Context: an optimization exercise on an open-source flow, tuned for small area. The choices shown serve that exercise and are no tape-out recipe. In this exercise RTL edits were held to simulation tests only and were not proved equivalent to the original. No activity file was given, so power comes from the tool's default toggle rates.

### config.mk
export PLATFORM = sky130hd
export DESIGN_NAME = pio_pin_arbiter
export DESIGN_NICKNAME = pio_pin_arbiter
export VERILOG_FILES = /design/flow/design.v
export SDC_FILE = /design/flow/constraint.sdc
export NUM_CORES = 4
export LEC_CHECK = 0
export CAP_MARGIN = 10
export CORE_MARGIN = 2
export CORE_UTILIZATION = 50
export GPL_TIMING_DRIVEN = 0
export SLEW_MARGIN = 10
### constraint.sdc
create_clock -name core_clock -period 8.0 [get_ports {clock}]
set_input_delay 1.6000 -clock core_clock [delete_from_list [all_inputs] [get_ports {clock}]]
set_output_delay 1.6000 -clock core_clock [all_outputs]
set_load 0.01 [all_outputs]
### design.v
module pio_pin_arbiter #(
  parameter int unsigned NUM_SM   = 4,
  parameter int unsigned NUM_PINS = 32,
  parameter int unsigned SYNC_STG = 2
) (
  input  logic                   clock,
  input  logic                   reset_n,
  input  logic [NUM_SM-1:0]      out_valid,
  input  logic [32*NUM_SM-1:0]   out_data,
  input  logic [5*NUM_SM-1:0]    out_base,
  input  logic [6*NUM_SM-1:0]    out_count,
  input  logic [NUM_SM-1:0]      dir_valid,
  input  logic [32*NUM_SM-1:0]   dir_data,
  input  logic [5*NUM_SM-1:0]    dir_base,
  input  logic [6*NUM_SM-1:0]    dir_count,
  input  logic [NUM_SM-1:0]      side_valid,
  input  logic [NUM_SM-1:0]      side_pindir,
  input  logic [5*NUM_SM-1:0]    side_data,
  input  logic [5*NUM_SM-1:0]    side_base,
  input  logic [3*NUM_SM-1:0]    side_count,
  input  logic [5*NUM_SM-1:0]    in_base,
  input  logic [NUM_PINS-1:0]    pad_in,
  output logic [NUM_PINS-1:0]    pad_out,
  output logic [NUM_PINS-1:0]    pad_oe,
  output logic [32*NUM_SM-1:0]   in_data,
  output logic                   conflict
);
  logic [31:0] pad_out_q, pad_out_d;
  logic [31:0] pad_oe_q, pad_oe_d;
  logic        conflict_q, conflict_d;
  logic [1:0][31:0] sync_q;
  function automatic logic [31:0] rotl(input logic [31:0] x, input logic [4:0] s);
    logic [31:0] t;
    t = x;
    if (s[0]) t = {t[30:0], t[31]};
    if (s[1]) t = {t[29:0], t[31:30]};
    if (s[2]) t = {t[27:0], t[31:28]};
    if (s[3]) t = {t[23:0], t[31:24]};
    if (s[4]) t = {t[15:0], t[31:16]};
    rotl = t;
  endfunction
  function automatic logic [31:0] rotr(input logic [31:0] x, input logic [4:0] s);
    logic [31:0] t;
    t = x;
    if (s[0]) t = {t[0], t[31:1]};
    if (s[1]) t = {t[1:0], t[31:2]};
    if (s[2]) t = {t[3:0], t[31:4]};
    if (s[3]) t = {t[7:0], t[31:8]};
    if (s[4]) t = {t[15:0], t[31:16]};
    rotr = t;
  endfunction
  function automatic logic [31:0] therm(input logic [4:0] b);
    logic [31:0] t, u;
    t = '0;
    t[0] = ~b[0];
    t[1] = 1'b1;
    for (int k = 1; k < 5; k++) begin
      u = t;
      for (int j = 0; j < 16; j++) begin
        if (j < (1 << k)) begin
          u[j]            = ~b[k] & t[j];
          u[(1 << k) + j] = ~b[k] | t[j];
        end
      end
      t = u;
    end
    therm = t;
  endfunction
  function automatic logic [31:0] window(input logic [4:0] b, input logic [5:0] n);
    logic [5:0] e;
    logic [31:0] tb, te;
    e  = {1'b0, b} + n;
    tb = therm(b);
    te = therm(e[4:0]);
    window = e[5] ? (tb | ~te) : (tb & ~te);
  endfunction
  function automatic logic [7:0] rotl8(input logic [7:0] x, input logic [2:0] s);
    logic [7:0] t;
    t = x;
    if (s[0]) t = {t[6:0], t[7]};
    if (s[1]) t = {t[5:0], t[7:6]};
    if (s[2]) t = {t[3:0], t[7:4]};
    rotl8 = t;
  endfunction
  function automatic logic [7:0] therm8(input logic [2:0] b);
    for (int q = 0; q < 8; q++) therm8[q] = (3'(q) >= b);
  endfunction
  logic [3:0][31:0] om, od, dm, dd, sm, sd, svm, sdm, wv, wd;
  logic [3:0][5:0]  oc, dc, sc;
  logic [3:0][7:0]  s8, m8, r8, n8, t8;
  logic [3:0][3:0]  h4;
  always_comb begin
    for (int i = 0; i < 4; i++) begin
      oc[i] = out_valid[i] ? (out_count[6*i+5] ? 6'd32 : out_count[6*i +: 6]) : 6'd0;
      dc[i] = dir_valid[i] ? (dir_count[6*i+5] ? 6'd32 : dir_count[6*i +: 6]) : 6'd0;
      sc[i] = side_valid[i] ? ((side_count[3*i +: 3] >= 3'd5) ? 6'd5 : {3'd0, side_count[3*i +: 3]}) : 6'd0;
      om[i] = window(out_base[5*i +: 5], oc[i]);
      dm[i] = window(dir_base[5*i +: 5], dc[i]);
      od[i] = rotl(out_data[32*i +: 32], out_base[5*i +: 5]);
      dd[i] = rotl(dir_data[32*i +: 32], dir_base[5*i +: 5]);
      for (int q = 0; q < 8; q++) m8[i][q] = (6'(q) < sc[i]);
      s8[i] = {3'b000, side_data[5*i +: 5]};
      r8[i] = rotl8(s8[i], side_base[5*i +: 3]);
      n8[i] = rotl8(m8[i], side_base[5*i +: 3]);
      h4[i] = 4'b1 << side_base[5*i+3 +: 2];
      t8[i] = therm8(side_base[5*i +: 3]);
      for (int p = 0; p < 32; p++)
        sm[i][p] = n8[i][p % 8] & (t8[i][p % 8] ? h4[i][p / 8] : h4[i][(p / 8 + 3) % 4]);
      sd[i]  = {4{r8[i]}};
      svm[i] = side_pindir[i] ? 32'd0 : sm[i];
      sdm[i] = side_pindir[i] ? sm[i] : 32'd0;
    end
  end
  always_comb begin
    pad_out_d = pad_out_q;
    pad_oe_d  = pad_oe_q;
    for (int i = 0; i < 4; i++) begin
      pad_out_d = (pad_out_d & ~om[i])  | (od[i] & om[i]);
      pad_out_d = (pad_out_d & ~svm[i]) | (sd[i] & svm[i]);
      pad_oe_d  = (pad_oe_d & ~dm[i])   | (dd[i] & dm[i]);
      pad_oe_d  = (pad_oe_d & ~sdm[i])  | (sd[i] & sdm[i]);
      wv[i] = om[i] | svm[i];
      wd[i] = dm[i] | sdm[i];
    end
    conflict_d = |((wv[0] & wv[1]) | (wv[2] & wv[3]) | ((wv[0] | wv[1]) & (wv[2] | wv[3])))
               | |((wd[0] & wd[1]) | (wd[2] & wd[3]) | ((wd[0] | wd[1]) & (wd[2] | wd[3])));
  end
  always_ff @(posedge clock or negedge reset_n) begin
    if (!reset_n) begin
      pad_out_q  <= '0;
      pad_oe_q   <= '0;
      conflict_q <= 1'b0;
    end else begin
      pad_out_q  <= pad_out_d;
      pad_oe_q   <= pad_oe_d;
      conflict_q <= conflict_d;
    end
  end
  always_ff @(posedge clock or negedge reset_n) begin
    if (!reset_n) begin
      sync_q <= '0;
    end else begin
      sync_q[0] <= pad_in;
      sync_q[1] <= sync_q[0];
    end
  end
  always_comb begin
    for (int i = 0; i < 4; i++) in_data[32*i +: 32] = rotr(sync_q[1], in_base[5*i +: 5]);
  end
  assign pad_out  = pad_out_q;
  assign pad_oe   = pad_oe_q;
  assign conflict = conflict_q;
endmodule
### flow/run.sh
#!/bin/bash
# Standard ORFS layout with two changes:
#  * synthesis maps with an area-oriented ABC script (amap) and a few
#    non-inverting cells left out, so that muxes map to inverting AOI/OAI gates;
#    everything else in synthesis (registers, flattening, renaming) is the standard flow's.
#  * port buffers are the smallest buffer (buf_1) instead of the tool's pick.
#  * the clock tree uses clkbuf_8, small sink clusters and no dummy loads.
set -euo pipefail
W=$(pwd)
F=$W/flow
cat > $W/abc_args.tcl <<T
set abc_args [list -script $F/area.abc {*}\$lib_args {*}\$lib_dont_use_args \\
  -dont_use sky130_fd_sc_hd__mux4_1 -dont_use sky130_fd_sc_hd__mux4_2 -dont_use sky130_fd_sc_hd__mux4_4 \\
  -dont_use sky130_fd_sc_hd__mux2_1 -dont_use sky130_fd_sc_hd__mux2_2 -dont_use sky130_fd_sc_hd__mux2_4 \\
  -dont_use sky130_fd_sc_hd__mux2_8 -dont_use sky130_fd_sc_hd__mux2i_1 -dont_use sky130_fd_sc_hd__mux2i_2 \\
  -dont_use sky130_fd_sc_hd__mux2i_4 -dont_use sky130_fd_sc_hd__o22a_1 -dont_use sky130_fd_sc_hd__o22a_2 \\
  -dont_use sky130_fd_sc_hd__o22a_4 -dont_use sky130_fd_sc_hd__a22o_1 -dont_use sky130_fd_sc_hd__a22o_2 \\
  -dont_use sky130_fd_sc_hd__a22o_4]
puts "abc_args: \$abc_args"
T
sed "s#^source \$::env(SCRIPTS_DIR)/synth_preamble.tcl\$#&\nsource $W/abc_args.tcl#" \
  $FLOW_HOME/scripts/synth.tcl > $W/area_synth_core.tcl
grep -q "source $W/abc_args.tcl" $W/area_synth_core.tcl
sed "s#source \$::env(SCRIPTS_DIR)/synth.tcl#source $W/area_synth_core.tcl#" \
  $W/synth_recipe.tcl > $W/area_synth.tcl
grep -q "area_synth_core.tcl" $W/area_synth.tcl
bash $W/standard.sh SYNTH_SCRIPT=$W/area_synth.tcl \
  "BUFFER_PORTS_ARGS=-buffer_cell sky130_fd_sc_hd__buf_1" \
  "CTS_ARGS=-sink_clustering_enable -repair_clock_nets -dont_use_dummy_load -buf_list sky130_fd_sc_hd__clkbuf_8 -root_buf sky130_fd_sc_hd__clkbuf_8 -sink_clustering_size 10 -sink_clustering_max_diameter 60" \
  finish > $W/flow_make.log 2>&1
### flow/area.abc
strash
dch -f
amap
### standard.sh
#!/bin/bash
# synth_recipe.tcl (not shown) runs the flow's synth.tcl, then flattens the netlist and writes it again
# the make line also repeats each setting of config.mk as NAME=value (left out here)
make -C /OpenROAD-flow-scripts/flow DESIGN_CONFIG=/design/flow/config.mk WORK_HOME=/design/flow/orfs CLKGATE_MAP_FILE= SYNTH_SCRIPT=/design/flow/synth_recipe.tcl "${@:-finish}"
==> results of run 1 <==
-- cell usage after synthesis, drive strengths merged, types with 4 or more instances --
master | n | share of area, %
dfrtp | 129 | 9.1
a221oi | 36 | 0.88
o32a | 17 | 0.48
a211o | 11 | 0.27
o221a | 13 | 0.41
or2 | 37 | 0.65
and3 | 6 | 0.11
a32oi | 34 | 0.84
o31ai | 18 | 0.38
o221ai | 91 | 2.2
o22ai | 2015 | 35
nand3 | 31 | 0.44
a221o | 6 | 0.17
o211ai | 7 | 0.15
a21o | 60 | 1.3
fa | 8 | 0.45
a31o | 7 | 0.17
nor3 | 78 | 1.1
a211oi | 100 | 2.1
nor4 | 21 | 0.37
a31oi | 30 | 0.53
ha | 40 | 1.4
or3 | 4 | 0.070
o21a | 17 | 0.36
nand2 | 436 | 4.6
a32o | 13 | 0.36
nor2 | 1107 | 12
o21bai | 13 | 0.27
nor2b | 61 | 1.1
o21ai | 354 | 5.0
clkinv | 760 | 8.0
a21oi | 409 | 5.7
nand4 | 18 | 0.32
a21boi | 15 | 0.32
a22oi | 60 | 1.3
nand2b | 9 | 0.16
o32ai | 60 | 1.5
-- logic make-up (layout without fill, tap and decap cells) --
logic type      after synthesis  count (layout)
compound gates             3403            3403
fa+ha+maj                    48              48
buf+inv                     760            1455
flops                       129             129
other cells                   0              24
simple gates               1815            1815
-- per-layer routing --
| metal | vias to the layer above | part of all wire, % |
|---|---|---|
| met2 | 4551 | 39 |
| met5 | - | 0.048 |
| li1 | 26000 | - |
| met4 | 8 | 8.4 |
| met1 | 25600 | 36 |
| met3 | 1004 | 16 |
-- worst paths after layout --
kind                              startpoint         end  slack (ns)  depth (start not counted)
worst min register to register    sync_q[10]  sync_q[42]        0.35                          0
worst min-delay path              sync_q[10]  sync_q[42]        0.35                          0
max in group asynchronous            reset_n   async pin        5.84                          4
worst max register to register     flip-flop   flip-flop        7.02                          2
worst max-delay path            out_count[5]  conflict_q       -0.04                         20
min in group asynchronous            reset_n  sync_q[17]        1.05                          1
-- cell type report --
class                      instances  area share [%]
multi-input combinational       5266            74.1
sequential                       129            8.06
inverter                         760            7.13
timing repair buffer             678            7.01
tap                              940            2.94
clock buffer                      17           0.584
antenna                           24           0.150
-- timing repair --
item / CTS / global route
gates resized for setup: 0 / 1
endpoints found under the setup margin: 0 / 1
hold endpoints to repair: 0 / 0
-- metrics by stage --
stage / power, mW / setup slack, ns / instances / hold slack (ns)
floorplan: 3.48 / 1.11 / 6155 / 0.331
global placement: 5.04 / -2.31 / 7753 / 0.332
detailed placement: 5.10 / -0.331 / 7766 / 0.335
CTS: 5.57 / 0.226 / 7783 / 0.352
global route: 6.12 / 0.0236 / 7797 / 0.352
finish: 5.89 / -0.0389 / 7814 / 0.352
-- where the power goes --
group / internal, mW / total, mW / switching [mW]
sequential: 0.777 / 0.987 / 0.210
combinational: 1.34 / 4.42 / 3.08
clock: 0.187 / 0.479 / 0.292
total: 2.30 / 5.89 / 3.58
==> out/results.ini, run 1 <==
[layout]
final_cell_mix=o22ai_1, nor2_1, clkinv_1
fin_util_pct=57.0
area_growth_syn_to_layout_pct=12.3
multi_input_area_mm2=0.0297
fill_cells=7525
nNetsFinal=7366
design_area_mm2=0.0400
drive_above_1_share_pct=1.58
final_common_cell=o22ai_1
ff_latch_area_mm2=0.00323

[route]
wire_per_inst_um=25.4
ant_nets=0
drtIter0Drc=9468
vias_per_cell=7.32
vias=57200
dr.pass1.iters=10
route.final.wire_length_um=199000
drc_errors=0

[logic_synthesis]
synth_fa_ha_area_share_pct=1.85
synth_top_family_by_area=compound AO/OA/AOI/OAI gates
synth_edf_count=0
synth_area_mm2=0.0357
ys_ff_latch=129
seq_area_frac_synth_pct=9.05
syn_inst=6155
synth_ff_type=dfrtp_1
synth_compound_area_share_pct=60.4
avgSynthCellArea_um2=5.79
muxShareOfSynthArea_pct=0
yosys_warnings=1
synth_cell_types=51
synthSimpleGateAreaFrac_pct=20.7
synthXorXnorAreaFrac_pct=0
ys_async_sr_fraction_pct=100
synth_nets=6669

[timing]
finalCritPeriodShare_pct=100
finClkSkew_ns=0.0173
fin_ws_ns=-0.0389
max_freq_mhz=124
slew_headroom_pct=7.08
timing.setup.tns_ns=-0.0389
setup_violations=1
rsz0062_at_grt=no
hold_violations=0
drv_slew=0
tightest_slew_ns=1.39
min_period_ns=8.04

[pwr]
power.density_mw_per_mm2=147
irDropWorstVdd_mv=0.114
power.leakage_nw=12.8

[grt]
antenna_found_initial=19
grt_use_met2_pct=72.0
grt_util_met3_pct=17.2
grt_overflow=0
grt_max_degree=52
grt_pass1_vias=48000
grt_use_total_pct=50.2
grt_first_pass_wirelength_um=284000
grtUsageMet1_pct=63.3
busiest_layer=met2

[worst_setup_path]
cp-start-kind=primary input
cp.required_ns=8.29
cp_max_fo=29
path_cells=buf_1, nand2b_1, nor2b_1, ha_1, a21o_1, a21oi_1, nor2_1, o32ai_1, a21oi_1, a31oi_4, clkinvlp_4, a31oi_1, a21oi_1, a31oi_1, clkinv_1, nor4_1, o221a_1, nand4_1, nor4_1, nand4_1
worstSetupPathType=primary input to flip-flop
cp_slowest_stage_delay_ns=0.96
end_kind=flip-flop
crit_slowest_cell=nor4_1
path_common_cell=a21oi_1
critPathArrivalTime_ns=8.32
path_buf_inv=3
cp_top_family=simple AND/OR/NAND/NOR gates

[floorplanning]
die_w_um=271
ios=659
start_util_pct=50.7
die_y_um=271
design.core.area_mm2=0.0703
rows=97
dieArea_mm2=0.0735

[place]
place.gp.congestion=1.18
dp_hpwl_um=159000
io_buffers=658
placed_cell_area_mm2=0.0396

[clocking]
cts_buffers=17
cts_tree=done
post-cts-setup-buffers=0
clk-insertion-delay-late_ns=0.53
root_buffer=clkbuf_8
cts_buffer_depth=2
htree_levels=4
clkSinkCount=129
clk_pin_slew_worst_paths_ns=0.10
postCtsHoldBufs=0

[worst_hold_path]
holdCritPathClass=flip-flop to flip-flop

[status]
violations=negative setup slack
status=finished with violations

[run]
drv_cap=0

==> run 2: changes to the inputs <==
--- a/flow/run.sh
+++ b/flow/run.sh
@@ -1,13 +1,26 @@
 #!/bin/bash
-# Standard ORFS layout with two changes:
+# Standard ORFS layout with these changes:
 #  * synthesis maps with an area-oriented ABC script (amap) and a few
 #    non-inverting cells left out, so that muxes map to inverting AOI/OAI gates;
 #    everything else in synthesis (registers, flattening, renaming) is the standard flow's.
+#    The standard synthesis is run first only to read its register names, and
+#    each register of the area-mapped netlist takes the name of the standard
+#    register that drives the same net (yosys numbers unnamed cells by order).
 #  * port buffers are the smallest buffer (buf_1) instead of the tool's pick.
 #  * the clock tree uses clkbuf_8, small sink clusters and no dummy loads.
 set -euo pipefail
 W=$(pwd)
 F=$W/flow
+P=${FLOW_PLATFORM:-sky130hd}
+
+# 1. standard synthesis: register names only
+bash $W/standard.sh synth > $W/std_synth_make.log 2>&1
+cp $W/orfs/results/$P/pio_pin_arbiter/base/1_2_yosys.v $W/std_synth.v
+cp -r $W/orfs/logs $W/std_synth_logs
+python3 $F/regnames.py std $W/std_synth.v $W/std_regs.txt > $W/regnames_std.log 2>&1
+rm -rf $W/orfs
+
+# 2. area-oriented synthesis and the layout
 cat > $W/abc_args.tcl <<T
 set abc_args [list -script $F/area.abc {*}\$lib_args {*}\$lib_dont_use_args \\
   -dont_use sky130_fd_sc_hd__mux4_1 -dont_use sky130_fd_sc_hd__mux4_2 -dont_use sky130_fd_sc_hd__mux4_4 \\
@@ -18,13 +31,28 @@
   -dont_use sky130_fd_sc_hd__a22o_4]
 puts "abc_args: \$abc_args"
 T
+cat > $W/reg_names.tcl <<T
+write_json $W/pre_regs.json
+puts [exec python3 $F/regnames.py map $W/std_regs.txt $W/pre_regs.json $W/reg_renames.txt]
+set fh [open $W/reg_renames.txt r]
+yosys cd \$::env(DESIGN_NAME)
+foreach line [split [read \$fh] "\n"] {
+  if { \$line eq "" } { continue }
+  lassign [split \$line "\t"] old new
+  yosys rename \$old \$new
+}
+close \$fh
+yosys cd ..
+T
 sed "s#^source \$::env(SCRIPTS_DIR)/synth_preamble.tcl\$#&\nsource $W/abc_args.tcl#" \
   $FLOW_HOME/scripts/synth.tcl > $W/area_synth_core.tcl
 grep -q "source $W/abc_args.tcl" $W/area_synth_core.tcl
-sed "s#source \$::env(SCRIPTS_DIR)/synth.tcl#source $W/area_synth_core.tcl#" \
+sed -e "s#source \$::env(SCRIPTS_DIR)/synth.tcl#source $W/area_synth_core.tcl#" \
+    -e "s#^write_verilog #source $W/reg_names.tcl\n&#" \
   $W/synth_recipe.tcl > $W/area_synth.tcl
 grep -q "area_synth_core.tcl" $W/area_synth.tcl
+grep -q "reg_names.tcl" $W/area_synth.tcl
 bash $W/standard.sh SYNTH_SCRIPT=$W/area_synth.tcl \
   "BUFFER_PORTS_ARGS=-buffer_cell sky130_fd_sc_hd__buf_1" \
   "CTS_ARGS=-sink_clustering_enable -repair_clock_nets -dont_use_dummy_load -buf_list sky130_fd_sc_hd__clkbuf_8 -root_buf sky130_fd_sc_hd__clkbuf_8 -sink_clustering_size 10 -sink_clustering_max_diameter 60" \
-  finish > $W/flow_make.log 2>&1
+  ${FLOW_RUN_TARGET:-finish} > $W/flow_make.log 2>&1
==> flow/regnames.py (new file) <==
#!/usr/bin/env python3
"""Give the registers of the area-mapped netlist the names the standard synthesis gives them.

  regnames.py std STD_NETLIST.v OUT.txt      list each register of the standard netlist with its Q net
  regnames.py map STD.txt DESIGN.json OUT.txt  write "old<TAB>new" renames for the design's registers,
                                               pairing registers that drive the same Q net
"""
import json, re, sys

SEQ = re.compile(r'^sky130_fd_sc_hd__(df|sdf|edf|dl|sedf)')


def norm(name):
    name = name.strip()
    return name[1:] if name.startswith('\\') else name


def std_regs(path):
    text = open(path).read()
    regs = []
    # instance: <cell> <name> ( ... );
    for m in re.finditer(r'^\s*(sky130_fd_sc_hd__\w+)\s+(\\\S+|\S+)\s*\((.*?)\);', text, re.S | re.M):
        cell, inst, body = m.groups()
        if not SEQ.match(cell):
            continue
        q = re.search(r'\.Q\(\s*(\\\S+\s|[^)]+?)\s*\)', body)
        regs.append((norm(inst), cell, norm(q.group(1)) if q else ''))
    return regs


def main():
    mode = sys.argv[1]
    if mode == 'std':
        regs = std_regs(sys.argv[2])
        with open(sys.argv[3], 'w') as f:
            for inst, cell, q in regs:
                f.write('%s\t%s\t%s\n' % (inst, cell, q))
        print('standard registers:', len(regs))
        return
    std = [l.rstrip('\n').split('\t') for l in open(sys.argv[2]) if l.strip()]
    by_q = {q: inst for inst, cell, q in std}
    design = json.load(open(sys.argv[3]))
    mods = [m for m in design['modules'].values() if m.get('attributes', {}).get('top')]
    mod = mods[0] if mods else list(design['modules'].values())[0]
    bitnames = {}
    for name, net in mod['netnames'].items():
        if net.get('hide_name'):
            continue
        bits = net['bits']
        off = int(net.get('offset', 0))
        upto = int(net.get('upto', 0))
        for i, b in enumerate(bits):
            if isinstance(b, str):
                continue
            if len(bits) == 1:
                label = name
            else:
                idx = (off + len(bits) - 1 - i) if upto else (off + i)
                label = '%s[%d]' % (name, idx)
            bitnames.setdefault(b, []).append(label)
    renames, seen = [], set()
    nregs = 0
    for cname, c in mod['cells'].items():
        if not SEQ.match(c['type']):
            continue
        nregs += 1
        qb = c['connections'].get('Q', [None])[0]
        target = None
        for label in bitnames.get(qb, []):
            if label in by_q:
                target = by_q[label]
                break
        if target is None:
            sys.exit('register %s (Q %s) pairs with no standard register' % (cname, bitnames.get(qb)))
        if target in seen:
            sys.exit('standard register %s paired twice' % target)
        seen.add(target)
        if target != cname:
            renames.append((cname, target))
    if nregs != len(std) or len(seen) != len(std):
        sys.exit('register count %d differs from the standard synthesis (%d)' % (nregs, len(std)))
    with open(sys.argv[4], 'w') as f:
        for old, new in renames:
            f.write('%s\t%s\n' % (old, new))
    print('registers: %d, renamed: %d' % (nregs, len(renames)))


main()
--- a/config.mk
+++ b/config.mk
@@ -9,4 +9,5 @@
 export CORE_MARGIN = 2
 export CORE_UTILIZATION = 50
 export GPL_TIMING_DRIVEN = 0
+export SETUP_SLACK_MARGIN = 0.5
 export SLEW_MARGIN = 10
==> run 2 against run 1 <==
Compared with the run above:
- the run now finishes clean
- sequential share of layout area about the same
- worst hold slack worse by 0.024 ns
- register-to-register slack gained 0.02 ns
- clock power about the same
- design area about the same
- combinational power up 2%
- critical path depth down 1
- count of clock-buffer cells in the layout stayed put
- utilization barely moved
- critical endpoint unchanged
==> out/results.ini, run 2 <==
[status]
status=timing/DRC/antenna clean

[worst_setup_path]
cp.required_ns=8.31  ; +0.02 ns
cp_slowest_stage_delay_ns=0.71  ; -0.25 ns
cp_max_fo=38  ; +31%
cp-startpoint=out_base[1]
crit_cells=19  ; -5.0%
critPathArrivalTime_ns=7.70  ; -0.62 ns
path_common_cell=a21oi_1
cp_top_family=compound AO/OA/AOI/OAI gates
path_cells=buf_2, ha_1, a21o_1, a21oi_1, nor2_1, o32ai_1, a21oi_1, a31oi_2, buf_8, clkinvlp_4, a31oi_1, a21oi_1, a31oi_1, clkinv_1, o22ai_1, o221a_1, nand4_1, nor4_2, nand4_1
cp-start-kind=primary input
crit_slowest_cell=o22ai_1
r2r_cells=2  ; unchanged
path_buf_inv=4  ; +1
worstSetupPathType=primary input to flip-flop
end_kind=flip-flop

[grt]
grtUsageMet1_pct=66.4  ; +3.1 points
antenna_found_initial=19  ; unchanged
grt_util_met3_pct=15.9  ; -1.3 points
grt_pass1_vias=48100  ; +0.30%
grt_use_total_pct=51.8  ; +1.6 points
grt_overflow=0  ; unchanged
grt_use_met2_pct=74.8  ; +2.9 points
grt_max_degree=52  ; unchanged
grt_first_pass_wirelength_um=292000  ; +2.9%
busiest_layer=met2

[logic_synthesis]
yosysTopAreaCell=o22ai_1
synthXorXnorAreaFrac_pct=0  ; unchanged
yosysMostFrequentCell=o22ai_1
synth_edf_count=0  ; unchanged
yosys_warnings=1  ; unchanged
synth_compound_area_share_pct=60.4  ; unchanged
ys_ff_latch=129  ; unchanged
synth_ff_type=dfrtp_1
ys_async_sr_fraction_pct=100  ; unchanged
synth_area_leaders=o22ai_1, nor2_1, dfrtp_1
synth_fa_ha_area_share_pct=1.85  ; unchanged
synthSimpleGateAreaFrac_pct=20.7  ; unchanged
synthTopCellsByCount=o22ai_1, nor2_1, clkinv_1, nand2_1, a21oi_1
synth_top_family_by_area=compound AO/OA/AOI/OAI gates
syn_inst=6155  ; unchanged
synth_nets=6669  ; unchanged
synth_cell_types=51  ; unchanged
muxShareOfSynthArea_pct=0  ; unchanged
synth_top_area_share_pct=35.4  ; unchanged
synth_area_mm2=0.0357  ; unchanged
seq_area_frac_synth_pct=9.05  ; unchanged
avgSynthCellArea_um2=5.79  ; unchanged

[pwr]
irDropWorstVdd_mv=0.118  ; +4.3%
pwr-share-comb_pct=75.5  ; +0.4 points
p_int_mw=2.30  ; +0.16%
power.density_mw_per_mm2=149  ; +1.1%
pwr-share-clk_pct=8.0  ; about the same
pwr-share-seq_pct=16.4  ; -0.4 points
net-switching-power_mw=3.64  ; +1.7%
switching_share_pct=61.3  ; +0.35 points
power.leakage_nw=12.8  ; about the same

[clocking]
clkSinkCount=129  ; unchanged
postCtsHoldBufs=0  ; unchanged
cts_tree=done
cts_buffers=17  ; unchanged
root_buffer=clkbuf_8
cts_buffer_depth=2  ; unchanged
htree_levels=4  ; unchanged
clk_pin_slew_worst_paths_ns=0.09  ; about the same
clk-insertion-delay-late_ns=0.53  ; about the same

[layout]
nNetsFinal=7365  ; -0.014%
stdcell_count=7803  ; -0.14%
fin_util_pct=57.0  ; about the same
final_cell_mix=o22ai_1, nor2_1, clkinv_1
area_growth_syn_to_layout_pct=12.3  ; about the same
final_common_cell=o22ai_1
drive_above_1_share_pct=1.72  ; +0.15 points

[floorplanning]
die_y_um=271  ; unchanged
rows=97  ; unchanged
design.core.area_mm2=0.0703  ; unchanged
ios=659  ; unchanged
start_util_pct=50.7  ; unchanged
die_w_um=271  ; unchanged
dieArea_mm2=0.0735  ; unchanged

[worst_hold_path]
holdPathStages=0  ; unchanged
hp-start=sync_q[18]
holdCritPathClass=flip-flop to flip-flop

[run]
drv_cap=0  ; unchanged

[timing]
rsz0062_at_grt=no
finClkSkew_ns=0.0195  ; +0.00227 ns
slew_headroom_pct=5.52  ; -1.6 points
drv_slew=0  ; unchanged
setup_violations=0  ; -1
tightest_slew_ns=1.41  ; +0.0191 ns
finalCritPeriodShare_pct=92.4  ; -8.1 points
min_period_ns=7.39  ; -0.649 ns
whs_ns=0.328  ; -0.0238 ns
hold_violations=0  ; unchanged
max_freq_mhz=135  ; +8.8%

[place]
placed_cells=7766  ; unchanged
io_buffers=658  ; unchanged
place.gp.congestion=1.15  ; -2.5%
dp_hpwl_um=165000  ; +3.4%

[route]
dr.pass1.iters=9  ; -1
vias_per_cell=7.42  ; +1.3%
vias=57900  ; +1.1%
route.final.wire_length_um=205000  ; +3.4%
wire_per_inst_um=26.3  ; +3.5%
drtIter0Drc=10500  ; +10%
drc_errors=0  ; unchanged
ant_nets=0  ; unchanged

## run 2: cell types whose count changed in the layout (fill, tap and decap cells not counted), moves of 2 or more
cell      delta
a21oi_1      -2
a21oi_2      +2
buf_1        -4
buf_2        -2
buf_4        +4
buf_6        -5
clkbuf_2     +5
clkinv_1     -2
clkinv_2     +2
diode_2     -10
nor4_1       -4
nor4_2       +4
## run 2: final timing paths
path	endpoint	slack [ns]
worst max-delay path	conflict_q	0.61
worst min-delay path	sync_q[50]	0.33
worst max register to register	flip-flop	7.04
worst min register to register	sync_q[50]	0.33
max in group asynchronous	async pin	6.07
min in group asynchronous	sync_q[12]	1.06
## run 2: cells by family after synthesis
group | after synthesis
fa+ha+maj | 48
flops | 129
compound gates | 3403
simple gates | 1815
buf+inv | 760
## run 2: area by class of cell
type	instances	area, um^2
repair buffers	676	2790
inverters	760	2860
flip-flops and latches	129	3230
diodes	14	35.0
clock buffers	17	234
fillers	7318	30200
well taps	940	1180
multi-input cells	5267	29700
## run 2: per-stage QoR
step           TNS (ns)  power (mW)  area [um^2]  worst slack (ns)
4_1_cts               0        5.63        39900             0.398
6_report              0        5.95        40000             0.610
3_3_place_gp    -244.34        5.09        39300             -2.31
2_1_floorplan         0        3.48        35700              1.11
5_1_grt               0        6.18        40000             0.601
3_5_place_dp     -0.528        5.16        39600            -0.331
## run 2: repair_timing
action	4_1_cts	5_1_grt
setup endpoints to repair	2	2
cloned	0	1
resized for setup	3	7
setup buffers	0	4
## run 2: worst register-to-register path: stages, from the launching register on
cell and delay, ns:
dfrtp_1 0.47, a222oi_1 0.25, clkinv_1 0.12
## run 2: routing by layer
layer / wire [um] / share of wire (%) / up-vias
met5: 193 / 0.094 / -
li1: - / - / 26100
met1: 74700 / 36 / 25900
met3: 31700 / 15 / 1083
met4: 17000 / 8.3 / 16
met2: 81900 / 40 / 4785
## run 2: power by group through the flow
stage	Sequential, mW	Clock [mW]	Combinational, mW
finish	0.978	0.478	4.49
global route	0.965	0.488	4.72
CTS	0.945	0.462	4.22
detailed placement	0.956	0	4.20
global placement	0.957	0	4.13
floorplan	0.915	0	2.57
==> run 3: changes to the inputs <==
--- a/design.v
+++ b/design.v
@@ -104,26 +104,33 @@
       n8[i] = rotl8(m8[i], side_base[5*i +: 3]);
       h4[i] = 4'b1 << side_base[5*i+3 +: 2];
       t8[i] = therm8(side_base[5*i +: 3]);
-      for (int p = 0; p < 32; p++)
-        sm[i][p] = n8[i][p % 8] & (t8[i][p % 8] ? h4[i][p / 8] : h4[i][(p / 8 + 3) % 4]);
+      sm[i] = rotl({24'd0, m8[i]}, side_base[5*i +: 5]);
       sd[i]  = {4{r8[i]}};
       svm[i] = side_pindir[i] ? 32'd0 : sm[i];
       sdm[i] = side_pindir[i] ? sm[i] : 32'd0;
     end
   end
+  logic [3:0][31:0] vv, vd;
+  logic [31:0] hv2, hv1, hd2, hd1;
   always_comb begin
+    for (int i = 0; i < 4; i++) begin
+      wv[i] = om[i] | svm[i];
+      wd[i] = dm[i] | sdm[i];
+      vv[i] = (od[i] & ~svm[i]) | (sd[i] & svm[i]);
+      vd[i] = (dd[i] & ~sdm[i]) | (sd[i] & sdm[i]);
+    end
     pad_out_d = pad_out_q;
     pad_oe_d  = pad_oe_q;
     for (int i = 0; i < 4; i++) begin
-      pad_out_d = (pad_out_d & ~om[i])  | (od[i] & om[i]);
-      pad_out_d = (pad_out_d & ~svm[i]) | (sd[i] & svm[i]);
-      pad_oe_d  = (pad_oe_d & ~dm[i])   | (dd[i] & dm[i]);
-      pad_oe_d  = (pad_oe_d & ~sdm[i])  | (sd[i] & sdm[i]);
-      wv[i] = om[i] | svm[i];
-      wd[i] = dm[i] | sdm[i];
+      pad_out_d = (pad_out_d & ~wv[i]) | (vv[i] & wv[i]);
+      pad_oe_d  = (pad_oe_d & ~wd[i])  | (vd[i] & wd[i]);
     end
-    conflict_d = |((wv[0] & wv[1]) | (wv[2] & wv[3]) | ((wv[0] | wv[1]) & (wv[2] | wv[3])))
-               | |((wd[0] & wd[1]) | (wd[2] & wd[3]) | ((wd[0] | wd[1]) & (wd[2] | wd[3])));
+    hv2 = wv[3] | wv[2];
+    hv1 = hv2 | wv[1];
+    hd2 = wd[3] | wd[2];
+    hd1 = hd2 | wd[1];
+    conflict_d = |((wv[2] & wv[3]) | (wv[1] & hv2) | (wv[0] & hv1) |
+                   (wd[2] & wd[3]) | (wd[1] & hd2) | (wd[0] & hd1));
   end
   always_ff @(posedge clock or negedge reset_n) begin
     if (!reset_n) begin
--- a/flow/run.sh
+++ b/flow/run.sh
@@ -2,7 +2,8 @@
 # Standard ORFS layout with these changes:
 #  * synthesis maps with an area-oriented ABC script (amap) and a few
 #    non-inverting cells left out, so that muxes map to inverting AOI/OAI gates;
-#    everything else in synthesis (registers, flattening, renaming) is the standard flow's.
+#    adders are left to ABC too (no full-adder cell extraction, no Kogge-Stone
+#    carry map); everything else (registers, flattening, renaming) is the standard flow's.
 #    The standard synthesis is run first only to read its register names, and
 #    each register of the area-mapped netlist takes the name of the standard
 #    register that drives the same net (yosys numbers unnamed cells by order).
@@ -52,7 +53,7 @@
   $W/synth_recipe.tcl > $W/area_synth.tcl
 grep -q "area_synth_core.tcl" $W/area_synth.tcl
 grep -q "reg_names.tcl" $W/area_synth.tcl
-bash $W/standard.sh SYNTH_SCRIPT=$W/area_synth.tcl \
+bash $W/standard.sh SYNTH_SCRIPT=$W/area_synth.tcl ADDER_MAP_FILE= SYNTH_OPERATIONS_ARGS=-nofsm \
   "BUFFER_PORTS_ARGS=-buffer_cell sky130_fd_sc_hd__buf_1" \
   "CTS_ARGS=-sink_clustering_enable -repair_clock_nets -dont_use_dummy_load -buf_list sky130_fd_sc_hd__clkbuf_8 -root_buf sky130_fd_sc_hd__clkbuf_8 -sink_clustering_size 10 -sink_clustering_max_diameter 60" \
   ${FLOW_RUN_TARGET:-finish} > $W/flow_make.log 2>&1
==> flow/area.abc (replaced) <==
strash
balance
rewrite
refactor
balance
rewrite
rewrite -z
balance
refactor -z
rewrite -z
balance
dch -f
amap
==> run 3 against run 2 <==
Compared with the run above:
- now fails the layout checks on max-capacitance violations, max-slew violations
- global-route usage increased by 5.7 points
- combinational power is 5.1% lower
- sequential share of layout area up 0.26 points
- critical path type unchanged
- largest cell class unchanged
- synthesized area is 5.3% lower
- clock skew decreased by 0.0017 ns
- power decreased by 2.9%
- critical path depth down 4
- sequential power rose by 1%
==> out/results.ini, run 3 <==
[status]
status=finished with violations
violations=max-capacitance violations, max-slew violations

[floorplanning]
design.core.area_mm2=0.0670  ; -4.6%
rows=95  ; -2.1%
die_y_um=264  ; -2.7%
ios=659  ; unchanged
die_w_um=264  ; -2.7%
dieArea_mm2=0.0696  ; -5.2%
start_util_pct=50.4  ; -0.38 points

[logic_synthesis]
yosysTopAreaCell=o22ai_1
avgSynthCellArea_um2=5.92  ; +2.2%
synth_area_mm2=0.0338  ; -5.3%
ys_ff_latch=129  ; unchanged
ys_async_sr_fraction_pct=100  ; unchanged
synth_cell_types=47  ; -7.8%
synth_ff_type=dfrtp_1
yosys_warnings=1  ; unchanged
synthTopCellsByCount=o22ai_1, nor2_1, clkinv_1, nand2_1, o21ai_0
seq_area_frac_synth_pct=9.56  ; +0.51 points
synth_top_area_share_pct=35.9  ; +0.54 points
syn_inst=5702  ; -7.4%
synth_area_leaders=o22ai_1, nor2_1, dfrtp_1
synth_edf_count=0  ; unchanged
synth_nets=6168  ; -7.5%
yosysMostFrequentCell=o22ai_1

[worst_setup_path]
r2r_cells=6  ; +4
cp-start-kind=primary input
cp.required_ns=8.45  ; +0.14 ns
worstSetupPathType=primary input to flip-flop
critPathArrivalTime_ns=7.89  ; +0.19 ns
end_kind=flip-flop
cp_max_fo=50  ; +32%
ff2ff_setup_slack_ns=5.40  ; -1.64 ns

[timing]
min_period_ns=7.45  ; +0.0585 ns
tightest_slew_ns=1.55  ; +0.133 ns
drv_slew=9  ; +9
max_freq_mhz=134  ; -0.79%
whs_ns=0.329  ; +0.000813 ns
setup_violations=0  ; unchanged
finClkSkew_ns=0.0178  ; -0.00170 ns
fin_ws_ns=0.551  ; -0.0585 ns
finalCritPeriodShare_pct=93.1  ; +0.73 points
rsz0062_at_grt=no
hold_violations=0  ; unchanged
slew_headroom_pct=-3.08  ; -8.6 points

[grt]
grt_use_total_pct=57.4  ; +5.7 points
grt_pass1_vias=45800  ; -4.8%
grt_first_pass_wirelength_um=300000  ; +2.5%
grt_max_degree=52  ; unchanged
antenna_found_initial=14  ; -5
grt_overflow=0  ; unchanged

[route]
drtIter0Drc=12100  ; +16%
vias_per_cell=7.77  ; +4.7%
route.final.wire_length_um=216000  ; +5.0%
dr.pass1.iters=14  ; +5
drc_errors=0  ; unchanged
top_layer=met5
ant_nets=0  ; unchanged
vias=56800  ; -1.8%
wire_per_inst_um=29.5  ; +12%
wl_met1_um=77500  ; +3.8%
routed-wl-met2_um=80600  ; -1.5%
route.met3.wl_um=37400  ; +18%

[clocking]
clkSinkCount=129  ; unchanged
clk_pin_slew_worst_paths_ns=0.10  ; about the same
cts_buffers=17  ; unchanged
cts_tree=done
postCtsHoldBufs=0  ; unchanged
cts_buffer_depth=2  ; unchanged
root_buffer=clkbuf_8
htree_levels=4  ; unchanged
clk-insertion-delay-late_ns=0.60  ; +0.07 ns

[pwr]
pwr-share-seq_pct=17.2  ; +0.8 points
p_int_mw=2.16  ; -6.1%
net-switching-power_mw=3.61  ; -0.87%
power.density_mw_per_mm2=149  ; +0.30%
switching_share_pct=62.5  ; +1.3 points
irDropWorstVdd_mv=0.151  ; +27%
pwr-share-clk_pct=9.0  ; +1.0 points
power.leakage_nw=11.4  ; -11%
pwr-share-comb_pct=73.8  ; -1.7 points

[layout]
area_growth_syn_to_layout_pct=14.8
design_area_mm2=0.0388  ; -3.2%
fill_cells=6918  ; -5.5%
drive_above_1_share_pct=3.18  ; +1.5 points
nNetsFinal=6890  ; -6.4%
final_common_cell=o22ai_1
final_cell_mix=o22ai_1, nor2_1, buf_1

[worst_hold_path]
hp-start=sync_q[30]
holdPathStages=0  ; unchanged
hold_end=sync_q[62]
holdCritPathClass=flip-flop to flip-flop

[place]
placed_cell_area_mm2=0.0379  ; -4.4%
place.gp.congestion=1.20  ; +4.3%
io_buffers=658  ; unchanged
dp_hpwl_um=174000  ; +5.6%
post-place-ws_ns=-2.35  ; -2.01 ns

[run]
drv_cap=1  ; +1

run 3: cell types whose count changed in the layout (fill, tap and decap cells not counted), moves of 42 or more:
cell,change
or3_1,+107
clkinv_1,-156
o32a_1,+64
nand3_1,+44
a31oi_1,+68
nor2_1,-224
a211oi_1,-42
a21oi_1,-100
a21o_1,-58
o22ai_1,-77
nand2_1,-83
run 3: cell families after synthesis:
group	share of synthesized area [%]
flip-flops	9.56
AO/OA/AOI/OAI	62.2
AND/OR/NAND/NOR	21.1
buffers and inverters	7.16
run 3: per-stage QoR:
stage / cells / utilization (%) / total power [mW] / setup TNS (ns)
after global routing: 7303 / 57.8 / 5.84 / 0
after CTS: 7277 / 57.3 / 5.36 / 0
after floorplan: 5702 / - / 3.11 / 0
after global placement: 7233 / 55.7 / 4.75 / -378.87
final: 7313 / 57.8 / 5.78 / 0
after detailed placement: 7260 / 56.5 / 4.83 / -20.02
run 3: power by group through the flow:
stage          Clock [mW]  Combinational [mW]  Sequential, mW
6_report            0.521                4.26           0.991
5_1_grt             0.520                4.36           0.961
4_1_cts             0.501                3.91           0.946
3_5_place_dp            0                3.88           0.958
3_3_place_gp            0                3.79           0.960
2_1_floorplan           0                2.23           0.875
run 3: layout make-up:
cell class              count  area (um^2)  area share (%)
multi-input cells        4929        28500            73.5
repair buffers            699         3100            8.00
clock buffers              17          234           0.604
flip-flops and latches    129         3230            8.33
inverters                 644         2540            6.55
repair inverters            4         20.0          0.0516
well taps                 873         1090            2.82
diodes                     18         45.0           0.116
run 3: critical path, stage by stage:
cell	delay [ns]
buf_2	0.60
clkinv_2	0.76
nor2_1	0.46
a21oi_1	0.17
a221oi_4	0.58
clkinv_2	0.48
a21oi_1	0.73
clkinv_1	0.34
nor3_1	0.21
o22ai_1	0.12
nor4bb_1	0.50
nand4_1	0.18
nor3_1	0.39
nand3_1	0.15
or4_1	0.59
run 3: worst max-delay path by stage:
| stage | start | end | slack (ns) | cells after the start |
|---|---|---|---|---|
| floorplan | dir_base[16] | conflict_q | 0.66 | 21 |
| global placement | out_base[6] | conflict_q | -4.74 | 21 |
| detailed placement | dir_base[11] | conflict_q | -2.35 | 21 |
| CTS | out_base[2] | conflict_q | 0.51 | 17 |
| global route | out_base[15] | conflict_q | 0.51 | 23 |
| finish | out_base[9] | conflict_q | 0.55 | 15 |
run 3: metal layers:
metal	global-route usage (%)	up-vias
met5	1.46	-
met4	40.2	10
met3	20.9	1153
met2	78.7	5510
met1	73.9	25200
li1	-	24900
run 3: repair_timing:
| action | 4_1_cts | 5_1_grt |
|---|---|---|
| pin swaps | 0 | 3 |
| gates cloned | 0 | 4 |
| buffers inserted | 0 | 6 |
| gates resized for setup | 86 | 63 |
| endpoints found under the setup margin | 34 | 3 |
==> run 4: changes to the inputs <==
--- a/flow/run.sh
+++ b/flow/run.sh
@@ -1,6 +1,7 @@
 #!/bin/bash
 # Standard ORFS layout with these changes:
-#  * synthesis maps with an area-oriented ABC script (amap) and a few
+#  * synthesis maps with area-oriented ABC scripts (amap after a few kinds of
+#    logic restructuring; the smallest result is kept) and a few
 #    non-inverting cells left out, so that muxes map to inverting AOI/OAI gates;
 #    adders are left to ABC too (no full-adder cell extraction, no Kogge-Stone
 #    carry map); everything else (registers, flattening, renaming) is the standard flow's.
@@ -23,7 +24,8 @@
 
 # 2. area-oriented synthesis and the layout
 cat > $W/abc_args.tcl <<T
-set abc_args [list -script $F/area.abc {*}\$lib_args {*}\$lib_dont_use_args \\
+source $F/abc_best.tcl
+set abc_args [list -script $F/abc_amap.abc {*}\$lib_args {*}\$lib_dont_use_args \\
   -dont_use sky130_fd_sc_hd__mux4_1 -dont_use sky130_fd_sc_hd__mux4_2 -dont_use sky130_fd_sc_hd__mux4_4 \\
   -dont_use sky130_fd_sc_hd__mux2_1 -dont_use sky130_fd_sc_hd__mux2_2 -dont_use sky130_fd_sc_hd__mux2_4 \\
   -dont_use sky130_fd_sc_hd__mux2_8 -dont_use sky130_fd_sc_hd__mux2i_1 -dont_use sky130_fd_sc_hd__mux2i_2 \\
@@ -45,9 +47,11 @@
 close \$fh
 yosys cd ..
 T
-sed "s#^source \$::env(SCRIPTS_DIR)/synth_preamble.tcl\$#&\nsource $W/abc_args.tcl#" \
+sed -e "s#^source \$::env(SCRIPTS_DIR)/synth_preamble.tcl\$#&\nsource $W/abc_args.tcl#" \
+    -e "s#^  log_cmd abc {\*}\$abc_args\$#  abc_best [glob $F/abc_*.abc]#" \
   $FLOW_HOME/scripts/synth.tcl > $W/area_synth_core.tcl
 grep -q "source $W/abc_args.tcl" $W/area_synth_core.tcl
+grep -q "abc_best" $W/area_synth_core.tcl
 sed -e "s#source \$::env(SCRIPTS_DIR)/synth.tcl#source $W/area_synth_core.tcl#" \
     -e "s#^write_verilog #source $W/reg_names.tcl\n&#" \
   $W/synth_recipe.tcl > $W/area_synth.tcl
==> flow/abc_amap.abc (new file) <==
strash
dch -f
amap
==> flow/abc_best.tcl (new file) <==
# Map with each area script in turn and keep the smallest result.
proc abc_best { scripts } {
  global abc_args lib_args
  design -save pre_abc
  set best ""
  set best_area 0
  foreach s $scripts {
    design -load pre_abc
    abc {*}[lreplace $abc_args 1 1 $s]
    set st [tee -q -s result.string stat {*}$lib_args]
    if { ![regexp {Chip area for module[^:]*: ([0-9.]+)} $st -> area] } {
      error "no area for $s"
    }
    puts "abc_best: [file tail $s] area $area"
    if { $best eq "" || $area < $best_area } {
      set best $s
      set best_area $area
    }
  }
  puts "abc_best: using [file tail $best] ($best_area)"
  design -load pre_abc
  abc {*}[lreplace $abc_args 1 1 $best]
}
==> flow/abc_dc2_amap.abc (new file) <==
strash
dc2
dch -f
amap
==> flow/abc_dc2_if_amap.abc (new file) <==
strash
dc2
dch -f
if -a -K 6
strash
dch -f
amap
==> flow/abc_dch_amap.abc (new file) <==
strash
dch
amap
==> flow/abc_gdch_amap.abc (new file) <==
strash
&get -n
&st
&dch -f
&put
amap
==> flow/abc_gif_amap.abc (new file) <==
strash
&get -n
&st
&synch2
&if -a -K 6
&st
&put
dch -f
amap
==> flow/abc_if2_amap.abc (new file) <==
strash
dch -f
if -a -K 6
strash
dch -f
if -a -K 6
strash
dch -f
amap
==> flow/abc_if4_amap.abc (new file) <==
strash
dch -f
if -a -K 4
strash
dch -f
amap
==> flow/abc_if8_amap.abc (new file) <==
strash
dch -f
if -a -K 8
strash
dch -f
amap
==> flow/abc_if_amap.abc (new file) <==
strash
dch -f
if -a -K 6
strash
dch -f
amap
==> flow/abc_ifmfs_amap.abc (new file) <==
strash
dch -f
if -a -K 6
mfs2
strash
dch -f
amap
==> flow/abc_resyn_amap.abc (new file) <==
strash
balance
rewrite
refactor
balance
rewrite
rewrite -z
balance
refactor -z
rewrite -z
balance
dch -f
amap
==> flow/abc_resyn_if_amap.abc (new file) <==
strash
balance
rewrite
refactor
balance
rewrite
rewrite -z
balance
refactor -z
rewrite -z
balance
dch -f
if -a -K 6
strash
dch -f
amap
removed: flow/area.abc
==> run 4 against run 3 <==
Compared with the run above:
- now clean on timing, DRC and antenna
- die area is 0.64% lower
- synthesized area fell by 0.64%
- utilization decreased by 0.40 points
- worst setup slack worse by 0.12 ns
- critical path type unchanged
- sequential share of layout area increased by 0.18 points
- wire length shrank 4.8%
- critical path depth increased by 1
- count of clock-buffer cells in the layout did not move
- synthesized cell count increased by 1.7%
- cell count grew 0.96%
- global-route usage is 2.8 points lower
- non-clock buffer count shrank 19
- largest cell class unchanged
==> out/results.ini, run 4 <==
[layout]
area_growth_syn_to_layout_pct=13.2
nNetsFinal=6973  ; +1.2%
final_common_cell=o22ai_1
final_cell_mix=o22ai_1, nor2_1, buf_1
drive_above_1_share_pct=2.46  ; -0.72 points
design_area_mm2=0.0380  ; -2.1%

[grt]
grt_overflow=0  ; unchanged
grt_use_total_pct=54.7  ; -2.8 points
grt_max_degree=45  ; -13%
grtUsageMet1_pct=67.4  ; -6.5 points
grt_use_met2_pct=77.3  ; -1.4 points
busiest_layer=met2
grt_util_met3_pct=21.5  ; +0.60 points
antenna_found_initial=15  ; +1
grt_pass1_vias=46200  ; +0.79%
grt_first_pass_wirelength_um=288000  ; -3.9%

[route]
route.final.wire_length_um=205000  ; -4.8%
vias_per_cell=7.63  ; -1.8%
dr.pass1.iters=10  ; -4
vias=56300  ; -0.82%
wire_per_inst_um=27.8  ; -5.7%
drc_errors=0  ; unchanged
ant_nets=0  ; unchanged
drtIter0Drc=10300  ; -15%

[pwr]
power.leakage_nw=11.4  ; -0.80%
pwr-share-seq_pct=17.0  ; -0.2 points
net-switching-power_mw=3.52  ; -2.4%
pwr-share-comb_pct=74.3  ; +0.5 points
p_int_mw=2.12  ; -2.1%
irDropWorstVdd_mv=0.124  ; -18%
power.density_mw_per_mm2=149  ; -0.24%
switching_share_pct=62.4  ; -0.078 points
pwr-share-clk_pct=8.7  ; -0.3 points
power_mw=5.64  ; -2.3%

[logic_synthesis]
synth_cell_types=46  ; -2.1%
synth_edf_count=0  ; unchanged
syn_inst=5800  ; +1.7%
synth_ff_type=dfrtp_1
avgSynthCellArea_um2=5.78  ; -2.3%
yosys_warnings=1  ; unchanged
synthTopCellsByCount=o22ai_1, nor2_1, clkinv_1, a21oi_1, o21ai_0
synth_nets=6266  ; +1.6%
seq_area_frac_synth_pct=9.62  ; +0.062 points
yosysTopAreaCell=o22ai_1
synth_top_area_share_pct=37.7  ; +1.8 points
synth_area_mm2=0.0335  ; -0.64%
synth_area_leaders=o22ai_1, nor2_1, dfrtp_1
yosysMostFrequentCell=o22ai_1
ys_async_sr_fraction_pct=100  ; unchanged
ys_ff_latch=129  ; unchanged

[floorplanning]
dieArea_mm2=0.0692  ; -0.64%
ios=659  ; unchanged
rows=94  ; -1.1%
die_y_um=263  ; -0.32%
design.core.area_mm2=0.0661  ; -1.4%
start_util_pct=50.7  ; +0.39 points
die_w_um=263  ; -0.32%

[place]
io_buffers=658  ; unchanged
placed_cell_area_mm2=0.0373  ; -1.5%
place.gp.congestion=1.21  ; +0.80%
dp_hpwl_um=164000  ; -6.0%

[worst_hold_path]
hp-start=sync_q[7]
holdCritPathClass=flip-flop to flip-flop

[clocking]
clk-insertion-delay-late_ns=0.52  ; -0.08 ns
clkSinkCount=129  ; unchanged
cts_buffer_depth=2  ; unchanged
clk_pin_slew_worst_paths_ns=0.08  ; -0.02 ns
cts_buffers=17  ; unchanged
postCtsHoldBufs=0  ; unchanged
cts_tree=done
root_buffer=clkbuf_8
htree_levels=4  ; unchanged

[timing]
hold_violations=0  ; unchanged
timing.setup.tns_ns=0  ; unchanged
slew_headroom_pct=5.56  ; +8.6 points
min_period_ns=7.57  ; +0.117 ns
drv_slew=0  ; -9
max_freq_mhz=132  ; -1.5%
finalCritPeriodShare_pct=94.6  ; +1.5 points
tightest_slew_ns=1.40  ; -0.145 ns
rsz0062_at_grt=yes
setup_violations=0  ; unchanged
finClkSkew_ns=0.0186  ; +0.000740 ns

[worst_setup_path]
cp.required_ns=8.36  ; -0.09 ns
cp-startpoint=out_base[9]
end_kind=flip-flop
cp-start-kind=primary input
worstSetupPathType=primary input to flip-flop
path_common_cell=a21oi_1
critPathArrivalTime_ns=7.92  ; +0.03 ns
cp_slowest_stage_delay_ns=0.81  ; +0.05 ns
cp_max_fo=44  ; -12%
crit_slowest_cell=clkinvlp_4
path_cells=buf_2, clkinvlp_4, nor2_1, a21oi_1, o21ai_1, clkinv_2, o32a_1, a211oi_1, clkinv_1, or2_0, a21oi_1, o22ai_1, a21oi_1, nand4_1, nor3_1, nand4_1
ff2ff_setup_slack_ns=5.99  ; +0.59 ns

[run]
drv_cap=0  ; -1

[status]
status=timing/DRC/antenna clean

==> run 4: cell types whose count changed in the layout (fill, tap and decap cells not counted), sizes merged, moves of 56 or more <==
cell	before	now
o32a	81	25
o21ai	338	412
a21oi	307	439
or3	111	54
clkinv	617	543
o22ai	1937	2019
nor2	885	960
==> run 4: layout make-up <==
| type | instances | area, um^2 |
|---|---|---|
| well taps | 864 | 1080 |
| repair inverters | 8 | 42.5 |
| fillers | 6879 | 28100 |
| inverters | 570 | 2250 |
| diodes | 14 | 35.0 |
| clock buffers | 17 | 234 |
| flip-flops and latches | 129 | 3230 |
| repair buffers | 680 | 2840 |
| multi-input cells | 5101 | 28200 |
==> run 4: stage by stage <==
step	setup slack (ns)	hold WS (ns)	instances	util [%]
2_1_floorplan	0.878	0.331	5800	-
3_3_place_gp	-3.36	0.333	7322	56.1
3_5_place_dp	-1.24	0.335	7335	56.5
4_1_cts	0.308	0.334	7352	56.9
5_1_grt	0.479	0.352	7377	57.4
6_report	0.435	0.327	7383	57.4
==> run 4: worst paths after layout <==
check	end	cells after the start
setup / recovery	conflict_q	16
hold / removal	sync_q[39]	0
setup reg to reg	flip-flop	4
hold reg to reg	sync_q[39]	0
max in group asynchronous	sync_q[56]	3
min in group asynchronous	sync_q[32]	1
==> run 4: cell families (layout without fill, tap and decap cells) <==
logic type             Yosys count  in the layout  share of synthesized area (%)
AOI/OAI and AO/OA             3383           3383                           62.6
buffers and inverters          570           1275                           6.38
DFF                            129            129                           9.62
other                            0             14                              0
and+or+nand+nor               1718           1718                           21.4
==> run 4: critical path, delay by kind of cell <==
kind,cells,cell delay (ns)
and+or+nand+nor,5,1.26
buffers and inverters,4,2.46
AOI/OAI and AO/OA,7,2.55
==> run 4: power groups by stage <==
stage               logic (mW)  clock network (mW)  registers (mW)
floorplan                 2.25                   0           0.879
global placement          3.78                   0           0.934
detailed placement        3.84                   0           0.933
CTS                       3.86               0.478           0.921
global route              4.33               0.503           0.940
finish                    4.19               0.493           0.958
==> run 4: what timing repair did <==
| action | 4_1_cts | 5_1_grt |
|---|---|---|
| buffers inserted | 0 | 4 |
| cloned | 0 | 8 |
| endpoints found under the setup margin | 45 | 41 |
| resized for setup | 26 | 42 |
==> run 4: routing by layer <==
metal	part of all wire [%]	wire [um]	vias up
met4	9.2	19000	10
met5	0.076	156	-
li1	-	-	25200
met2	38	78800	5160
met1	35	71800	24800
met3	17	35600	1171
==> run 5: changes to the inputs <==
--- a/design.v
+++ b/design.v
@@ -111,7 +111,6 @@
     end
   end
   logic [3:0][31:0] vv, vd;
-  logic [31:0] hv2, hv1, hd2, hd1;
   always_comb begin
     for (int i = 0; i < 4; i++) begin
       wv[i] = om[i] | svm[i];
@@ -125,12 +124,8 @@
       pad_out_d = (pad_out_d & ~wv[i]) | (vv[i] & wv[i]);
       pad_oe_d  = (pad_oe_d & ~wd[i])  | (vd[i] & wd[i]);
     end
-    hv2 = wv[3] | wv[2];
-    hv1 = hv2 | wv[1];
-    hd2 = wd[3] | wd[2];
-    hd1 = hd2 | wd[1];
-    conflict_d = |((wv[2] & wv[3]) | (wv[1] & hv2) | (wv[0] & hv1) |
-                   (wd[2] & wd[3]) | (wd[1] & hd2) | (wd[0] & hd1));
+    conflict_d = |((wv[0] & wv[1]) | (wv[2] & wv[3]) | ((wv[0] | wv[1]) & (wv[2] | wv[3])))
+               | |((wd[0] & wd[1]) | (wd[2] & wd[3]) | ((wd[0] | wd[1]) & (wd[2] | wd[3])));
   end
   always_ff @(posedge clock or negedge reset_n) begin
     if (!reset_n) begin
--- a/config.mk
+++ b/config.mk
@@ -5,9 +5,9 @@
 export SDC_FILE = /design/flow/constraint.sdc
 export NUM_CORES = 4
 export LEC_CHECK = 0
-export CAP_MARGIN = 10
+export CAP_MARGIN = 20
 export CORE_MARGIN = 2
-export CORE_UTILIZATION = 50
+export CORE_UTILIZATION = 62
 export GPL_TIMING_DRIVEN = 0
 export SETUP_SLACK_MARGIN = 0.5
-export SLEW_MARGIN = 10
+export SLEW_MARGIN = 20
==> run 5 against run 4 <==
Compared with the run above:
- register-to-register slack worse by 0.43 ns
- critical path depth up 4
- critical endpoint unchanged
- via count up 1.1%
- still clean
- global-route usage up 8.9 points
- sequential power down 0.5%
- worst setup slack worse by 0.13 ns
- largest power group unchanged
- highest routed layer unchanged
- non-clock buffer count down 6
- clock power down 3%
- die area down 20%
- combinational power down 5.5%
- cell count down 3.4%
==> out/results.ini, run 5 <==
[logic_synthesis]
yosysTopAreaCell=o22ai_1
seq_area_frac_synth_pct=9.71  ; +0.089 points
synth_area_mm2=0.0332  ; -0.91%
synth_top_area_share_pct=39.6  ; +1.9 points
avgSynthCellArea_um2=5.81  ; +0.54%
synthTopCellsByCount=o22ai_1, nor2_1, clkinv_1, a21oi_1, o21ai_0
ys_ff_latch=129  ; unchanged
synth_ff_type=dfrtp_1
yosys_warnings=1  ; unchanged
synth_edf_count=0  ; unchanged
synth_cell_types=47  ; +2.2%
yosysMostFrequentCell=o22ai_1
ys_async_sr_fraction_pct=100  ; unchanged
synth_nets=6182  ; -1.3%
synth_area_leaders=o22ai_1, nor2_1, dfrtp_1
syn_inst=5716  ; -1.4%

[grt]
grt_use_total_pct=63.6  ; +8.9 points
busiest_layer=met2
grt_first_pass_wirelength_um=276000  ; -4.1%
grt_util_met3_pct=35.8  ; +14 points
grt_max_degree=45  ; unchanged
antenna_found_initial=31  ; +16
grt_use_met2_pct=85.5  ; +8.1 points
grt_overflow=0  ; unchanged
grt_pass1_vias=47000  ; +1.7%
grtUsageMet1_pct=71.0  ; +3.6 points

[route]
dr.pass1.iters=32  ; +22
drc_errors=0  ; unchanged
drtIter0Drc=13700  ; +33%
vias_per_cell=7.98  ; +4.6%
route.final.wire_length_um=189000  ; -7.8%
vias=57000  ; +1.1%
wire_per_inst_um=26.5  ; -4.6%
ant_nets=0  ; unchanged

[clocking]
cts_buffer_depth=2  ; unchanged
htree_levels=4  ; unchanged
cts_tree=done
clk_pin_slew_worst_paths_ns=0.09  ; about the same
clk-insertion-delay-late_ns=0.52  ; about the same
cts_buffers=17  ; unchanged
root_buffer=clkbuf_8
clkSinkCount=129  ; unchanged

[floorplanning]
dieArea_mm2=0.0555  ; -20%
die_w_um=236  ; -10%
die_y_um=236  ; -10%
rows=84  ; -11%
ios=659  ; unchanged
design.core.area_mm2=0.0528  ; -20%
start_util_pct=63.0  ; +12 points

[layout]
drive_above_1_share_pct=2.34  ; -0.12 points
stdcell_count=7135  ; -3.4%
nNetsFinal=6881  ; -1.3%
final_cell_mix=o22ai_1, nor2_1, buf_1
fill_cells=4979  ; -28%
area_growth_syn_to_layout_pct=12.7
final_common_cell=o22ai_1
fin_util_pct=71.0  ; +14 points

[pwr]
power.leakage_nw=11.2  ; -1.1%
power.density_mw_per_mm2=144  ; -3.2%
power_mw=5.39  ; -4.5%
irDropWorstVdd_mv=0.127  ; +2.8%

[timing]
drv_slew=0  ; unchanged
min_period_ns=7.70  ; +0.133 ns
rsz0062_at_grt=yes
hold_violations=0  ; unchanged
max_freq_mhz=130  ; -1.7%
finClkSkew_ns=0.0305  ; +0.0119 ns
setup_violations=0  ; unchanged
slew_headroom_pct=9.51  ; +3.9 points
tightest_slew_ns=1.36  ; -0.0444 ns
finalCritPeriodShare_pct=96.2  ; +1.7 points

[status]
status=timing/DRC/antenna clean

[place]
io_buffers=658  ; unchanged
dp_hpwl_um=145000  ; -12%
placed_cells=7070  ; -3.6%
place.gp.congestion=1.30  ; +7.3%

[worst_setup_path]
critPathArrivalTime_ns=7.99  ; +0.07 ns
worstSetupPathType=primary input to flip-flop
ff2ff_setup_slack_ns=5.56  ; -0.43 ns
end_kind=flip-flop
cp_max_fo=38  ; -14%
cp-start-kind=primary input
cp.required_ns=8.30  ; -0.06 ns

[run]
drv_cap=0  ; unchanged

[worst_hold_path]
holdCritPathClass=flip-flop to flip-flop

[run 5: changes by cell type in the layout (fill, tap and decap cells not counted), moves of 15 or more]
cell	change
a211oi_1	+32
diode_2	+20
a221oi_1	-15
a22oi_1	-29
o21ai_0	-20
o22ai_1	+80
o211ai_1	-16
nor2_1	+21
nor3_1	-56
a21oi_1	-41
or3_1	+16
nand2_1	-42
[run 5: path summary, 6_finish.rpt]
path | from | end | depth (start not counted)
worst max-delay path | dir_base[1] | conflict_q | 20
worst min-delay path | sync_q[3] | sync_q[35] | 0
worst max register to register | flip-flop | flip-flop | 6
worst min register to register | sync_q[3] | sync_q[35] | 0
max in group asynchronous | reset_n | sync_q[26] | 5
min in group asynchronous | reset_n | async pin | 1
[run 5: logic make-up (layout without fill, tap and decap cells)]
family	count (synthesis)	after routing	share of synthesized area [%]
AO/OA/AOI/OAI	3387	3387	63.5
buffers and inverters	566	1263	6.39
AND/OR/NAND/NOR	1634	1634	20.4
flip-flops	129	129	9.71
other	0	34	0
[run 5: layout make-up]
type	instances	area, um^2	area share (%)
multi-input cells	5021	28000	74.6
flip-flops and latches	129	3230	8.62
repair buffers	674	2860	7.62
inverters	566	2210	5.91
well taps	688	861	2.30
clock buffers	17	234	0.625
diodes	34	85.1	0.227
repair inverters	6	30.0	0.0802
[run 5: report_power, final]
part / total, mW / internal [mW] / switching (mW)
sequential: 0.953 / 0.759 / 0.194
combinational: 3.96 / 1.18 / 2.78
clock: 0.476 / 0.187 / 0.289
[run 5: metrics by stage]
| stage | instance area, um^2 | setup WS [ns] | hold slack [ns] | TNS [ns] |
|---|---|---|---|---|
| floorplan | 33200 | 1.77 | 0.331 | 0 |
| global placement | 36600 | -2.21 | 0.332 | -163.54 |
| detailed placement | 36800 | -1.10 | 0.336 | -2.17 |
| CTS | 37000 | 0.554 | 0.332 | 0 |
| global route | 37400 | 0.291 | 0.350 | 0 |
| finish | 37500 | 0.301 | 0.335 | 0 |
[run 5: worst max-delay path: stages]
cell and delay, ns:
buf_2 0.49, clkinv_2 0.59, nor2_1 0.25, a21oi_1 0.07
nand2_1 0.11, o21ai_0 0.10, nand2_1 0.10, o21ai_0 0.15
nor2_1 0.13, nor2_1 0.06, o21ai_1 0.76, clkinv_2 0.55
o22ai_1 0.36, clkinv_1 0.11, a211oi_1 0.66, a22oi_1 0.22
nor4_1 0.52, nand4_1 0.17, nor3_1 0.63, nand4_1 0.35
[run 5: routing by layer]
metal  vias up  share of wire (%)
met3      1840                 19
met1     24400                 32
met2      5804                 36
li1      24900                  -
met4        16                 13
met5         -               0.19
[run 5: timing repair]
action / CTS / global route
endpoints found under the hold margin: 0 / 0
endpoints found under the setup margin: 9 / 28
buffers inserted: 0 / 0
gates resized for setup: 18 / 25
gates cloned: 0 / 6
hold buffers: 0 / 0

[afterwards: timing with drivers on the ports]
No port has a modelled driver above. Below, the same layouts with a new extraction and two added sets of constraints. Step 1, drivers: a clkbuf_16 drives clock and a buf_2 each remaining input, both assumed. Step 2 adds t to the input delays and takes it off the output delays; t is the mean of the earliest and latest rising clock arrival at the registers after step 1. Input paths then give back, and output paths get back, about the clock's delay inside the block. Three values: no drivers, after step 1, after step 2; two values: the first two.
| run | shift t [ns] | setup WS [ns] | worst setup path after step 2 |
|---|---|---|---|
| run 1 | 0.556 | -0.039 / -0.025 / -0.582 | input to register |
| run 2 | 0.552 | 0.610 / 0.627 / 0.075 | input to register |
| run 3 | 0.659 | 0.551 / 0.540 / -0.120 | input to register |
| run 4 | 0.561 | 0.435 / 0.456 / -0.106 | input to register |
| run 5 | 0.567 | 0.301 / 0.289 / -0.277 | input to register |
The setup slack of run 3, which loses most, moves by -0.011 ns with the drivers and by -0.671 ns with both steps.
